Background: an optimization exercise with open tools, aiming at small area, a short achievable clock period and few clock cycles per item. Do not read the settings as production practice.
The RTL was checked by simulation tests, not by an equivalence proof against the original design.

Setup of job 7049:
==> flow/design.v <==
module rmt_wrapper #(
    parameter int unsigned C_S_AXIS_DATA_WIDTH  = 512,
    parameter int unsigned C_S_AXIS_TUSER_WIDTH = 128,
    parameter int unsigned C_M_AXIS_DATA_WIDTH  = 512,
    parameter int unsigned C_S_AXI_DATA_WIDTH   = 32,
    parameter int unsigned C_S_AXI_ADDR_WIDTH   = 12,
    parameter logic [31:0] C_BASEADDR           = 32'h80000000,
    parameter int unsigned PHV_ADDR_WIDTH       = 4
) (
    input  logic                              clk,
    input  logic                              aresetn,
    input  logic [C_S_AXIS_DATA_WIDTH-1:0]    s_axis_tdata,
    input  logic [C_S_AXIS_DATA_WIDTH/8-1:0]  s_axis_tkeep,
    input  logic [C_S_AXIS_TUSER_WIDTH-1:0]   s_axis_tuser,
    input  logic                              s_axis_tvalid,
    output logic                              s_axis_tready,
    input  logic                              s_axis_tlast,
    output logic [C_M_AXIS_DATA_WIDTH-1:0]    m_axis_tdata,
    output logic [C_M_AXIS_DATA_WIDTH/8-1:0]  m_axis_tkeep,
    output logic [C_S_AXIS_TUSER_WIDTH-1:0]   m_axis_tuser,
    output logic                              m_axis_tvalid,
    input  logic                              m_axis_tready,
    output logic                              m_axis_tlast
);
    localparam int unsigned DATA_W  = C_M_AXIS_DATA_WIDTH;
    localparam int unsigned KEEP_W  = DATA_W / 8;
    localparam int unsigned USER_W  = C_S_AXIS_TUSER_WIDTH;
    localparam int unsigned ENTRIES = 1 << PHV_ADDR_WIDTH;
    localparam int unsigned KEY_W   = 16;
    logic unused_c;
    assign unused_c = ^{C_S_AXI_DATA_WIDTH, C_S_AXI_ADDR_WIDTH, C_BASEADDR};
    function automatic logic [7:0] pkt_byte(input logic [DATA_W-1:0] d, input int unsigned n);
        pkt_byte = d[8*n +: 8];
    endfunction
    function automatic logic [15:0] be16(input logic [DATA_W-1:0] d, input int unsigned n);
        be16 = {pkt_byte(d, n), pkt_byte(d, n + 1)};
    endfunction
    function automatic logic [31:0] be32(input logic [DATA_W-1:0] d, input int unsigned n);
        be32 = {be16(d, n), be16(d, n + 2)};
    endfunction
    logic                  beat0_q, drop_q;
    logic [KEY_W-1:0]      tbl_key_q [ENTRIES];
    logic [2:0]            tbl_code_q [ENTRIES];
    logic                  m_valid_q;
    logic [DATA_W-1:0]     m_data_q;
    logic [KEEP_W-1:0]     m_keep_q;
    logic [USER_W-1:0]     m_user_q;
    logic                  m_last_q;
    logic                  s_ready_c, accept_c;
    logic                  is_udp_c, is_cfg_c, cfg_wr_c, drop_beat_c;
    logic [KEY_W-1:0]      data_key_c;
    logic [ENTRIES-1:0]    match_c;
    logic [2:0]            hit_code_c;
    logic [4:0]            act_c;
    logic [2:0]            wr_code_c;
    logic [7:0]            wr_op_c;
    assign s_ready_c     = m_axis_tready;
    assign accept_c      = s_axis_tvalid && s_ready_c;
    assign s_axis_tready = s_ready_c;
    always_comb begin
        is_udp_c   = (be16(s_axis_tdata, 12) == 16'h8100) &&
                     (be16(s_axis_tdata, 16) == 16'h0800) &&
                     (pkt_byte(s_axis_tdata, 27) == 8'h11);
        is_cfg_c   = is_udp_c && (be16(s_axis_tdata, 40) == 16'hF1F2);
        data_key_c = be16(s_axis_tdata, 46);
    end
    logic [2:0] pc1 [8];
    logic [2:0] pc2 [4];
    logic [2:0] pc3 [2];
    logic [7:0] pm1;
    logic [3:0] pm2;
    logic [1:0] pm3;
    always_comb begin
        for (int i = 0; i < ENTRIES; i++)
            match_c[i] = (tbl_code_q[i] != 3'd0) && (tbl_key_q[i] == data_key_c);
        for (int i = 0; i < 8; i++) begin
            pm1[i] = match_c[2*i] | match_c[2*i+1];
            pc1[i] = match_c[2*i] ? tbl_code_q[2*i] : (match_c[2*i+1] ? tbl_code_q[2*i+1] : 3'd0);
        end
        for (int i = 0; i < 4; i++) begin
            pm2[i] = pm1[2*i] | pm1[2*i+1];
            pc2[i] = pm1[2*i] ? pc1[2*i] : pc1[2*i+1];
        end
        for (int i = 0; i < 2; i++) begin
            pm3[i] = pm2[2*i] | pm2[2*i+1];
            pc3[i] = pm2[2*i] ? pc2[2*i] : pc2[2*i+1];
        end
        hit_code_c = pm3[0] ? pc3[0] : pc3[1];
    end
    always_comb begin
        act_c = 5'd0;
        if (is_udp_c && s_axis_tkeep[59]) begin
            case (hit_code_c)
                3'd1: act_c = 5'b00001;
                3'd2: act_c = 5'b00010;
                3'd3: act_c = 5'b00100;
                3'd4: act_c = 5'b01000;
                3'd5: act_c = 5'b10000;
                default: act_c = 5'd0;
            endcase
        end
    end
    logic [31:0]       op_a, op_b, res;
    logic [DATA_W-1:0] mod_data_c;
    always_comb begin
        op_a = be32(s_axis_tdata, 48);
        op_b = be32(s_axis_tdata, 52);
        res  = ({32{act_c[0]}} & (op_a + op_b)) |
               ({32{act_c[1]}} & (op_a - op_b)) |
               ({32{act_c[2]}} & (op_a & op_b)) |
               ({32{act_c[3]}} & (op_a | op_b)) |
               ({32{act_c[4]}} & (op_a ^ op_b));
        mod_data_c = s_axis_tdata;
        if (beat0_q && act_c != 5'd0) begin
            for (int i = 0; i < 4; i++)
                mod_data_c[8*(56 + i) +: 8] = res[8*(3 - i) +: 8];
        end
    end
    always_comb begin
        drop_beat_c = beat0_q ? is_cfg_c : drop_q;
        cfg_wr_c    = accept_c && beat0_q && is_cfg_c;
        wr_op_c     = pkt_byte(s_axis_tdata, 49);
        if (!s_axis_tdata[8*50])
            wr_code_c = 3'd0;
        else if (wr_op_c >= 8'd1 && wr_op_c <= 8'd5)
            wr_code_c = wr_op_c[2:0];
        else
            wr_code_c = 3'd6;
    end
    always_ff @(posedge clk or posedge aresetn) begin
        if (aresetn) begin
            beat0_q   <= 1'b1;
            drop_q    <= 1'b0;
            m_valid_q <= 1'b0;
        end else if (s_ready_c) begin
            m_valid_q <= s_axis_tvalid && !drop_beat_c;
            if (s_axis_tvalid) begin
                beat0_q <= s_axis_tlast;
                drop_q  <= drop_beat_c && !s_axis_tlast;
            end
        end
    end
    always_ff @(posedge clk) begin
        if (s_ready_c) begin
            m_data_q <= mod_data_c;
            m_keep_q <= s_axis_tkeep;
            m_user_q <= s_axis_tuser;
            m_last_q <= s_axis_tlast;
        end
    end
    always_ff @(posedge clk or posedge aresetn) begin
        if (aresetn) begin
            for (int i = 0; i < ENTRIES; i++) tbl_code_q[i] <= 3'd0;
        end else if (cfg_wr_c) begin
            tbl_code_q[s_axis_tdata[8*46 +: PHV_ADDR_WIDTH]] <= wr_code_c;
        end
    end
    always_ff @(posedge clk) begin
        if (cfg_wr_c) tbl_key_q[s_axis_tdata[8*46 +: PHV_ADDR_WIDTH]] <= be16(s_axis_tdata, 47);
    end
    assign m_axis_tdata  = m_data_q;
    assign m_axis_tvalid = m_valid_q;
    assign m_axis_tkeep  = m_keep_q;
    assign m_axis_tuser  = m_user_q;
    assign m_axis_tlast  = m_last_q;
endmodule
==> flow/config.mk <==
export PLATFORM = sky130hd
export DESIGN_NAME = rmt_wrapper
export DESIGN_NICKNAME = rmt_wrapper
export VERILOG_FILES = /design/flow/design.v
export SDC_FILE = /design/flow/constraint.sdc
export NUM_CORES = 4
export LEC_CHECK = 0
export ABC_AREA = 1
export ABC_CLOCK_PERIOD_IN_PS = 3000
export CAP_MARGIN = 20
export CORE_AREA = 5 5 485 485
export CTS_BUF_LIST = sky130_fd_sc_hd__clkbuf_8
export CTS_CLUSTER_DIAMETER = 60
export CTS_CLUSTER_SIZE = 16
export DIE_AREA = 0 0 490 490
export PLACE_DENSITY = 0.75
export SETUP_SLACK_MARGIN = 4.7
export SLEW_MARGIN = 20
==> flow/constraint.sdc <==
create_clock -name core_clock -period 8.5 [get_ports {clk}]
set_input_delay 1.7000 -clock core_clock [delete_from_list [all_inputs] [get_ports {clk}]]
set_output_delay 1.7000 -clock core_clock [all_outputs]
set_load 0.01 [all_outputs]
standard.sh (not shown) runs the stock make flow with config.mk's settings and CLKGATE_MAP_FILE= SYNTH_SCRIPT=/design/flow/synth_recipe.tcl, a recipe that flattens the netlist after the stock synthesis.
==> flow/flow/run.sh <==
#!/bin/bash
# Standard ORFS layout, with the port buffers made from the smallest buffer
# cell instead of the default delay buffer. Full tool output goes to
# flow_standard.log in the work folder.
set -uo pipefail
bash standard.sh 'BUFFER_PORTS_ARGS=-buffer_cell sky130_fd_sc_hd__buf_1' finish > flow_standard.log 2>&1
Testbench counts of job 7049, summed over its fixed seeds: cycles 9,756, items 9,749.
[inputs] job 958 vs job 7049
Settings: a change of CTS_BUF_LIST from sky130_fd_sc_hd__clkbuf_8 to sky130_fd_sc_hd__clkbuf_16; a change of CTS_CLUSTER_SIZE from 16 to 30; a change of CORE_AREA from 5 5 485 485 to 5 5 355 355; a deleted PLACE_DENSITY that had been 0.75; a change of CTS_CLUSTER_DIAMETER from 60 to 100; a change of DIE_AREA from 0 0 490 490 to 0 0 360 360; a change of SETUP_SLACK_MARGIN from 4.7 to 4.0.
==> flow/flow/run.sh <==
#!/bin/bash
# Standard ORFS layout, with the port buffers made from the smallest buffer
# cell instead of the default delay buffer, and pins allowed on every track so
# that the die can be smaller. Full tool output goes to flow_standard.log in
# the work folder.
set -uo pipefail
bash standard.sh 'BUFFER_PORTS_ARGS=-buffer_cell sky130_fd_sc_hd__buf_1' \
  'PLACE_PINS_ARGS=-min_distance 1 -min_distance_in_tracks' finish > flow_standard.log 2>&1
==> run summary <==
Job 958 did not make it past global routing, where a tool error ended it. Changes observed in job 958 relative to job 7049: total number of placement rows decreased by 48 relative to the old numbers; overall die width -27%; total instance count after detailed placement decreased by 1409 relative to the old numbers; deepest level of the CTS H-tree fell 2. Diff job 958..job 7049 | synthesized-area fraction occupied by ao, oa, aoi and oai cells | unchanged. As far as top-level I/O count goes, job 7049 and job 958 are indistinguishable; the numbers are identical. NOTE vertical die dimension job 7049->job 958 decreased by more than a quarter. Diff job 7049 -> job 958 | instance area at placement | down by a few percent. Weighted congestion reported at the end of routability-driven placement (job 958 vs. job 7049) increases by a few percent. Post-CTS repair timing setup buffer count, job 7049 and job 958: lower on job 958.
#### Input delta (job 1357 over job 958)
Settings: changing CTS_BUF_LIST from sky130_fd_sc_hd__clkbuf_16 to sky130_fd_sc_hd__clkbuf_8; changing CORE_AREA from 5 5 355 355 to 5 5 485 485; changing SETUP_SLACK_MARGIN from 4.0 to 4.8; changing CTS_CLUSTER_SIZE from 30 to 16; changing DIE_AREA from 0 0 360 360 to 0 0 490 490; changing CTS_CLUSTER_DIAMETER from 100 to 60.
==> flow/flow/run.sh <==
#!/bin/bash
# Standard ORFS layout with two changes to how it is made:
#  - port buffers use the smallest buffer cell instead of the default delay buffer;
#  - each input pin is placed next to the output pin of the same pass-through bit
#    (tdata, tkeep, tuser, tlast), so a register sits between two nearby pins.
# Full tool output goes to flow_standard.log in the work folder.
set -uo pipefail
groups=""
for i in $(seq 0 511); do groups+=" -group_pins {s_axis_tdata[$i] m_axis_tdata[$i]}"; done
for i in $(seq 0 63); do groups+=" -group_pins {s_axis_tkeep[$i] m_axis_tkeep[$i]}"; done
for i in $(seq 0 127); do groups+=" -group_pins {s_axis_tuser[$i] m_axis_tuser[$i]}"; done
groups+=" -group_pins {s_axis_tlast m_axis_tlast} -group_pins {s_axis_tvalid m_axis_tvalid}"
groups+=" -group_pins {m_axis_tready s_axis_tready}"
bash standard.sh 'BUFFER_PORTS_ARGS=-buffer_cell sky130_fd_sc_hd__buf_1' \
  "PLACE_PINS_ARGS=$groups" finish > flow_standard.log 2>&1
--- outcome ---
Comparing job 958 against job 1357, there is no change at all in async set-reset flop share out of synthesis.
Job 958 -> job 1357: post-synthesis register bit count flat
Job 1357: no failed stages, no open violations at the end
Delta (job 1357 minus job 958): post-CTS resize count higher; placed cell area climbed 4.1%.
Total number of H-tree levels: job 1357 > job 958
In job 1357, the HPWL after detailed placement came out about 40% below the value in job 958.

[afterwards: timing with drivers on the ports]
The flow's constraints put no driver on any port. The routed layouts listed below were extracted and timed again, unchanged, in two steps. Step 1 assumes that a clkbuf_16 drives the clock port and a buf_2 every other input. Step 2, shift: input delay + t, output delay - t, t = (earliest + latest rising clock arrival at the registers) / 2. This alone moves slack from input paths to output paths. Slacks: ideal / step 1 / step 2; pairs: ideal / step 1.
| run | t, ns | setup WS [ns] | hold slack, ns | latest minus earliest clock arrival (ns) | cell pins on the clock port's net |
|---|---|---|---|---|---|
| job 7049 | 0.990 | 4.638 / 4.631 / 3.648 | 0.484 / 0.484 / 0.484 | 0.096 / 0.096 | 1 |
| job 1357 | 0.925 | 4.373 / 4.417 / 3.492 | 0.481 / 0.481 / 0.481 | 0.113 / 0.113 | 1 |
After both steps every run listed still meets setup and hold. For job 7049, which loses most, drivers alone change the setup slack by -0.007 ns; drivers and shift together by -0.990 ns.
